Source: an optimization exercise on an open RTL-to-GDS flow (aim: small area). Production flows keep margins and buffers that such runs may drop.
Function was checked by simulation only, so behaviour that the tests miss may differ from the original.
No activity file was given, so power comes from the tool's default toggle rates.

==> flow/design.v <==
module cgra_pe_out_stream #(
    parameter int DATA_WIDTH   = 16,
    parameter int NUM_THREADS  = 8,
    parameter int THREAD_W     = 3,
    parameter int IGN_WIDTH    = 16,
    parameter int QTD_WIDTH    = 64,
    parameter int FIFO_AW      = 4,
    parameter int STALL_MARGIN = 4
) (
    input  logic                   i_clk,
    input  logic                   i_rst,
    input  logic                   i_en,
    input  logic                   i_in_valid,
    input  logic [THREAD_W-1:0]    i_in_thread,
    input  logic [DATA_WIDTH-1:0]  i_in_data,
    input  logic                   i_cfg_we,
    input  logic                   i_cfg_sel,
    input  logic [THREAD_W-1:0]    i_cfg_thread,
    input  logic [QTD_WIDTH-1:0]   i_cfg_data,
    output logic                   o_out_valid,
    input  logic                   i_out_ready,
    output logic [DATA_WIDTH-1:0]  o_out_data,
    output logic [THREAD_W-1:0]    o_out_thread,
    output logic                   o_out_last,
    output logic                   o_stall,
    output logic [NUM_THREADS-1:0] o_done,
    output logic                   o_all_done,
    output logic                   o_overflow
);
    localparam int DEPTH = 1 << FIFO_AW;
    localparam int EW    = THREAD_W + DATA_WIDTH + 1;
    logic [IGN_WIDTH-1:0]   r_ign_lim [NUM_THREADS];
    logic [IGN_WIDTH-1:0]   r_ign_rem [NUM_THREADS];
    logic [QTD_WIDTH-1:0]   r_qtd_rem [NUM_THREADS];
    logic [NUM_THREADS-1:0] r_armed;
    logic [NUM_THREADS-1:0] r_done;
    logic [NUM_THREADS-1:0] r_fresh;
    logic [EW-1:0]          r_mem [DEPTH];
    logic [FIFO_AW-1:0]     r_wr_ptr;
    logic [FIFO_AW-1:0]     r_rd_ptr;
    logic [FIFO_AW:0]       r_count;
    logic                   r_overflow;
    logic [NUM_THREADS-1:0] w_cfg_hit;
    logic [NUM_THREADS-1:0] w_in_hit;
    logic [IGN_WIDTH-1:0]   w_ign_sel;
    logic [QTD_WIDTH-1:0]   w_qtd_sel;
    logic                   w_cons;
    logic                   w_skip;
    logic                   w_acc;
    logic                   w_last;
    logic                   w_cfg_zero;
    logic                   w_full;
    logic                   w_pop;
    logic                   w_push;
    logic [EW-1:0]          w_head;
    always_comb begin
        for (int t = 0; t < NUM_THREADS; t++) begin
            w_cfg_hit[t] = i_cfg_we && (i_cfg_thread == THREAD_W'(t));
            w_in_hit[t]  = i_in_thread == THREAD_W'(t);
        end
    end
    always_comb begin
        w_ign_sel = '0;
        w_qtd_sel = '0;
        for (int t = 0; t < NUM_THREADS; t++) begin
            w_ign_sel = w_ign_sel | ({IGN_WIDTH{w_in_hit[t] &&  r_fresh[t]}} & r_ign_lim[t])
                                  | ({IGN_WIDTH{w_in_hit[t] && !r_fresh[t]}} & r_ign_rem[t]);
            w_qtd_sel = w_qtd_sel | ({QTD_WIDTH{w_in_hit[t]}} & r_qtd_rem[t]);
        end
    end
    assign w_cons     = i_en && i_in_valid && r_armed[i_in_thread] && !r_done[i_in_thread]
                        && !(i_cfg_we && (i_cfg_thread == i_in_thread));
    assign w_skip     = w_cons && (w_ign_sel != '0);
    assign w_acc      = w_cons && (w_ign_sel == '0);
    assign w_last     = w_qtd_sel == QTD_WIDTH'(1);
    assign w_cfg_zero = i_cfg_data == '0;
    assign w_full = r_count == (FIFO_AW+1)'(DEPTH);
    assign w_pop  = o_out_valid && i_out_ready;
    assign w_push = w_acc && (!w_full || w_pop);
    always_ff @(posedge i_clk) begin
        if (i_rst) begin
            r_armed <= '0;
            r_done  <= '0;
        end else begin
            for (int t = 0; t < NUM_THREADS; t++) begin
                if (w_cfg_hit[t]) begin
                    if (i_cfg_sel) begin
                        r_armed[t] <= 1'b1;
                        r_done[t]  <= w_cfg_zero;
                    end
                end else if (w_acc && w_in_hit[t]) begin
                    r_done[t] <= w_last;
                end
            end
        end
    end
    logic [QTD_WIDTH-1:0] w_qtd_dec;
    logic [NUM_THREADS-1:0] w_qld, w_qdc, w_qhd;
    assign w_qtd_dec = w_qtd_sel - QTD_WIDTH'(1);
    always_comb begin
        for (int t = 0; t < NUM_THREADS; t++) begin
            w_qld[t] = w_cfg_hit[t] && i_cfg_sel;
            w_qdc[t] = !w_cfg_hit[t] && w_acc && w_in_hit[t];
            w_qhd[t] = !w_qld[t] && !w_qdc[t];
        end
    end
    always_ff @(posedge i_clk) begin
        for (int t = 0; t < NUM_THREADS; t++) begin
            r_qtd_rem[t] <= ({QTD_WIDTH{w_qld[t]}} & i_cfg_data)
                          | ({QTD_WIDTH{w_qdc[t]}} & w_qtd_dec)
                          | ({QTD_WIDTH{w_qhd[t]}} & r_qtd_rem[t]);
            if (w_cfg_hit[t]) begin
                r_fresh[t] <= 1'b1;
            end else if (w_skip && w_in_hit[t]) begin
                r_fresh[t]   <= 1'b0;
                r_ign_rem[t] <= w_ign_sel - IGN_WIDTH'(1);
            end
        end
    end
    logic [IGN_WIDTH-1:0] w_lim_d;
    assign w_lim_d = i_rst ? '0 : i_cfg_data[IGN_WIDTH-1:0];
    always_ff @(posedge i_clk) begin
        for (int t = 0; t < NUM_THREADS; t++)
            if (i_rst || (w_cfg_hit[t] && !i_cfg_sel)) r_ign_lim[t] <= w_lim_d;
    end
    always_ff @(posedge i_clk) begin
        if (i_rst) begin
            r_wr_ptr   <= '0;
            r_rd_ptr   <= '0;
            r_count    <= '0;
            r_overflow <= 1'b0;
        end else begin
            if (w_push) r_wr_ptr <= r_wr_ptr + FIFO_AW'(1);
            if (w_pop)  r_rd_ptr <= r_rd_ptr + FIFO_AW'(1);
            case ({w_push, w_pop})
                2'b10:   r_count <= r_count + (FIFO_AW+1)'(1);
                2'b01:   r_count <= r_count - (FIFO_AW+1)'(1);
                default: r_count <= r_count;
            endcase
            if (w_acc && w_full && !w_pop) r_overflow <= 1'b1;
        end
    end
    always_ff @(posedge i_clk) begin
        if (w_push) r_mem[r_wr_ptr] <= {w_last, i_in_thread, i_in_data};
    end
    assign o_out_valid  = r_count != '0;
    always_comb begin
        w_head = '0;
        for (int k = 0; k < DEPTH; k++)
            w_head = w_head | ({EW{r_rd_ptr == FIFO_AW'(k)}} & r_mem[k]);
    end
    assign {o_out_last, o_out_thread, o_out_data} = w_head;
    assign o_stall      = r_count >= (FIFO_AW+1)'(DEPTH - STALL_MARGIN);
    assign o_done       = r_done;
    assign o_all_done   = (|r_armed) && !(|(r_armed & ~r_done)) && (r_count == '0);
    assign o_overflow   = r_overflow;
endmodule
clock: 6.0 ns
lec_check: 0
cap_margin: 20
core_margin: 2
core_utilization: 65
slew_margin: 20
standard.sh (not shown) runs the stock make flow with config.mk's settings and CLKGATE_MAP_FILE= SYNTH_SCRIPT=/design/flow/synth_recipe.tcl, a recipe that flattens the netlist after the stock synthesis.
==> flow/flow/run.sh <==
#!/bin/bash
# The standard layout (the standard.sh, standard synthesis) with two changes:
#  - port buffers use the smallest buffer cell, sky130_fd_sc_hd__buf_1;
#  - the clock tree is built from clkbuf_4 cells in small clusters, without dummy loads.
# standard.sh's full output goes to standard.log; ORFS's own logs stay under orfs/logs.
set -euo pipefail
bash standard.sh \
    "BUFFER_PORTS_ARGS=-buffer_cell sky130_fd_sc_hd__buf_1" \
    "CTS_ARGS=-sink_clustering_enable -repair_clock_nets -buf_list sky130_fd_sc_hd__clkbuf_4 -sink_clustering_size 8 -sink_clustering_max_diameter 80 -dont_use_dummy_load" \
    finish > standard.log 2>&1
==> next run, changes <==
--- a/flow/design.v
+++ b/flow/design.v
@@ -63,8 +63,8 @@
         w_ign_sel = '0;
         w_qtd_sel = '0;
         for (int t = 0; t < NUM_THREADS; t++) begin
-            w_ign_sel = w_ign_sel | ({IGN_WIDTH{w_in_hit[t] &&  r_fresh[t]}} & r_ign_lim[t])
-                                  | ({IGN_WIDTH{w_in_hit[t] && !r_fresh[t]}} & r_ign_rem[t]);
+            w_ign_sel = w_ign_sel | ({IGN_WIDTH{w_in_hit[t]}}
+                                     & (r_fresh[t] ? r_ign_lim[t] : r_ign_rem[t]));
             w_qtd_sel = w_qtd_sel | ({QTD_WIDTH{w_in_hit[t]}} & r_qtd_rem[t]);
         end
     end
After rerunning: The new run ran to the end with no violations; global-route usage decreases by 3.2 points; power decreases by 5.8%; utilization decreases by 0.55 points; die area decreases by 1.2%; worst hold slack stays flat; sequential share of layout area increases by 1.4 points.

==> afterwards: timing with drivers on the ports <==
Ports are ideal in the flow. The routed layouts listed here were re-timed in OpenROAD.
Step 1 assumes that a clkbuf_16 drives the clock port and a buf_2 every other input.
Step 2, shift: input delay + t, output delay - t, t = (earliest + latest rising clock arrival at the registers) / 2. This alone moves slack from input paths to output paths.
Three values: no drivers, after step 1, after step 2; two values: the first two.
run | t (ns) | setup slack, ns | latest minus earliest clock arrival (ns) | worst register clock-pin slew, ns
the first run | 1.105 | 0.900 / 0.900 / -0.144 | 0.122 / 0.122 | 0.11 / 0.11
the second run | 1.059 | 0.984 / 0.984 / 0.051 | 0.086 / 0.086 | 0.11 / 0.11
Met with ideal ports but missed after step 2: setup timing in the first run. The setup slack of the first run, which loses most, moves by 0.000 ns with the drivers and by -1.044 ns with both steps.
